This is an optimization exercise on Yosys and OpenROAD, whose aim is small area, a short achievable clock period and few clock cycles, not a production implementation.
The RTL was checked by simulation tests, not by an equivalence proof against the original design.
Power and IR drop assume default switching activity.

## main
// sorted_set_statistics_top
module sorted_set_statistics_top #(
  parameter int MAX_ITEMS  = 128,
  parameter int VALUE_BITS = 16
) (
  input  logic                                    clk,
  input  logic                                    rst_n,
  input  logic                                    in_valid,
  output logic                                    in_stall,
  input  logic signed [VALUE_BITS-1:0]            in_sample_value,
  input  logic                                    in_set_end,
  output logic                                    out_valid,
  input  logic                                    out_stall,
  output logic [sss_pkg::OUT_COUNT_W-1:0]         out_item_count,
  output logic signed [sss_pkg::OUT_VALUE_W-1:0]  out_smallest,
  output logic signed [sss_pkg::OUT_VALUE_W-1:0]  out_largest,
  output logic signed [sss_pkg::OUT_VALUE_W-1:0]  out_middle_value,
  output logic signed [sss_pkg::OUT_AVG_W-1:0]    out_average_q8,
  output logic                                    out_overflowed
);
clock: 6.0 ns
lec_check: 0
cap_margin: 20
core_margin: 8
core_utilization: 50
cts_cluster_diameter: 70
cts_cluster_size: 28
setup_slack_margin: 2.6
slew_margin: 20
run.sh (not shown) runs the stock make flow with config.mk's settings and CLKGATE_MAP_FILE= SYNTH_SCRIPT=/design/flow/synth_recipe.tcl, a recipe that flattens the netlist after the stock synthesis.
main reached the end of the flow, and the finished layout is clean on the timing, DRC and antenna checks.
Testbench counts of main, summed over its fixed seeds: cycles 18,819.
Here is what was changed in the inputs of the feature branch compared with main.
--- a/flow/design.v
+++ b/flow/design.v
@@ -410,26 +410,23 @@
     always_ff @(posedge clk) begin
       pa[g] <= na;
     end
   end
   logic                 div_busy;
   logic [23:0]          div_quo;
   logic [CW-1:0]        h_cnt;
-  logic                 h_byp, byp_r, two_r;
+  logic                 h_byp, byp_r;
   logic                 out_free;
   logic                 ovalid_r;
   assign h_cnt    = q_cnt[ix];
-  assign h_byp    = (h_cnt == CW'(1)) || (h_cnt == CW'(2));
+  assign h_byp    = (h_cnt == CW'(1)) || (h_cnt == CW'(2)) || (h_cnt == CW'(4));
   assign out_free = !ovalid_r || !out_stall;
   assign pop      = (st == ST_DONE) && out_free;
   always_ff @(posedge clk) begin
-    if (init) begin
-      byp_r <= h_byp;
-      two_r <= h_cnt[1];
-    end
+    if (init) byp_r <= h_byp;
     if (init) begin
       ka     <= (CW - 1)'((h_cnt - 1'b1) >> 1);
       kb     <= (CW - 1)'(h_cnt >> 1);
       stage  <= '0;
       ph     <= 2'd3;
       k_pend <= 1'b0;
       fast_a <= 1'b0;
@@ -475,15 +472,15 @@
         default: st <= ST_IDLE;
       endcase
     end
   end
   sss_div u_div (
     .clk     (clk),
     .rst_n   (rst_n),
-    .start   (init),
+    .start   (init && !h_byp),
     .sum     (q_sum[ix][22:0]),
     .divisor (h_cnt),
     .busy    (div_busy),
     .quotient(div_quo)
   );
   always_ff @(posedge clk) begin
     if (!rst_n) begin
@@ -495,54 +492,59 @@
   end
   logic [sss_pkg::OUT_COUNT_W-1:0]        ocount_r;
   logic signed [sss_pkg::OUT_VALUE_W-1:0] omin_r, omax_r, omid_r;
   logic signed [sss_pkg::OUT_AVG_W-1:0]   oavg_r;
   logic                                   oovf_r;
   logic signed [VALUE_BITS:0]             mid_sum, mid_half;
   logic signed [VALUE_BITS-1:0]           med_a, med_b;
-  logic signed [sss_pkg::OUT_AVG_W-1:0]   avg_r;
+  logic signed [sss_pkg::OUT_AVG_W-1:0]   avg_o;
   assign med_a    = {~res_a[VALUE_BITS-1], res_a[VALUE_BITS-2:0]};
   assign med_b    = {~res_b[VALUE_BITS-1], res_b[VALUE_BITS-2:0]};
   assign mid_half = (mid_sum + $signed({{VALUE_BITS{1'b0}}, mid_sum[VALUE_BITS]})) >>> 1;
   logic signed [VALUE_BITS:0] bx, bx_s, ms_s;
-  logic signed [VALUE_BITS:0] h_min, h_max;
+  logic signed [VALUE_BITS:0] h_min, h_max, h_sum;
   logic [sss_pkg::OUT_AVG_W-1:0] nquo;
+  logic                          c4, c2;
   assign h_min = (VALUE_BITS + 1)'(q_min[hd]);
   assign h_max = (VALUE_BITS + 1)'(q_max[hd]);
+  assign h_sum = q_sum[hd][VALUE_BITS:0];
+  assign c4    = q_cnt[hd][2];
+  assign c2    = q_cnt[hd][1];
   sss_add #(.W(VALUE_BITS + 1)) u_bx (
-    .a (h_min),
-    .b (two_r ? h_max : h_min),
-    .ci(1'b0),
+    .a (c4 ? h_sum : h_min),
+    .b (c4 ? ~h_max : c2 ? h_max : h_min),
+    .ci(c4),
     .s (bx_s),
     .co()
   );
   sss_add #(.W(VALUE_BITS + 1)) u_ms (
     .a (byp_r ? bx : (VALUE_BITS + 1)'(med_a)),
-    .b (byp_r ? '0 : (VALUE_BITS + 1)'(med_b)),
-    .ci(1'b0),
+    .b (byp_r ? (c4 ? ~h_min : '0) : (VALUE_BITS + 1)'(med_b)),
+    .ci(byp_r && c4),
     .s (ms_s),
     .co()
   );
   sss_add #(.W(sss_pkg::OUT_AVG_W)) u_nq (.a(~div_quo), .b('0), .ci(1'b1), .s(nquo), .co());
   always_ff @(posedge clk) begin
     if (st == ST_BYP) bx <= bx_s;
-    if (st == ST_MID) begin
-      mid_sum <= ms_s;
-      if (!byp_r) avg_r <= q_sum[hd][SW-1] ? nquo : div_quo;   
-      else if (two_r) avg_r <= sss_pkg::OUT_AVG_W'(q_sum[hd]) <<< 7;
-      else avg_r <= sss_pkg::OUT_AVG_W'(q_sum[hd]) <<< 8;
-    end
+    if (st == ST_MID) mid_sum <= ms_s;
+  end
+  always_comb begin
+    if (!byp_r) avg_o = q_sum[hd][SW-1] ? nquo : div_quo;
+    else if (c4) avg_o = sss_pkg::OUT_AVG_W'(q_sum[hd]) <<< 6;
+    else if (c2) avg_o = sss_pkg::OUT_AVG_W'(q_sum[hd]) <<< 7;
+    else avg_o = sss_pkg::OUT_AVG_W'(q_sum[hd]) <<< 8;
   end
   always_ff @(posedge clk) begin
     if (pop) begin
       ocount_r <= sss_pkg::OUT_COUNT_W'(q_cnt[hd]);
       omin_r   <= q_min[hd];
       omax_r   <= q_max[hd];
       omid_r   <= sss_pkg::OUT_VALUE_W'(mid_half);
-      oavg_r   <= avg_r;
+      oavg_r   <= avg_o;
       oovf_r   <= q_ovf[hd];
     end
     if (!rst_n) begin
       ovalid_r <= 1'b0;
     end else if (pop) begin
       ovalid_r <= 1'b1;
     end else if (!out_stall) begin
## What came out
- main and the feature branch ended up with nearly the same die area.
- The feature branch vs. main: largest fanout of any net on the critical path lost 3, total power rose by about 8%, worst slack at placement moved down, clock buffer count from CTS +3.
- Status: chip height parity (main, the feature branch)
- Delta (the feature branch minus main): global-route wire length before repair climbed 47000 um, utilization +2.7 points, post-layout instance area rose by about 5%, sequential share of layout area shrank by 3.1 points, final cycle utilization of the critical path now sits lower.
Testbench counts of the feature branch, summed over its fixed seeds: cycles 18,666.

## separate check: timing with driven ports
The results above use ideal ports. As a check the final layouts listed here were re-extracted and re-timed, cells and wires unchanged. Step 1 assumes that a clkbuf_16 drives the clock port and a buf_2 every other input. Step 2 times the ports against the registers' clock, not the clock port: input delays grow and output delays shrink by t, the midpoint of the rising clock arrivals with the driver on. a / b / c = no drivers / after step 1 / after step 2; a / b = the first two.
run	t, ns	setup WS [ns]	worst setup path after step 2
main	0.954	2.098 / 2.098 / 1.916	input to register
the feature branch	0.956	2.211 / 2.211 / 1.861	input to register
After both steps every run listed still meets setup and hold. The setup slack of the feature branch, which loses most, moves by 0.000 ns with the drivers and by -0.350 ns with both steps.
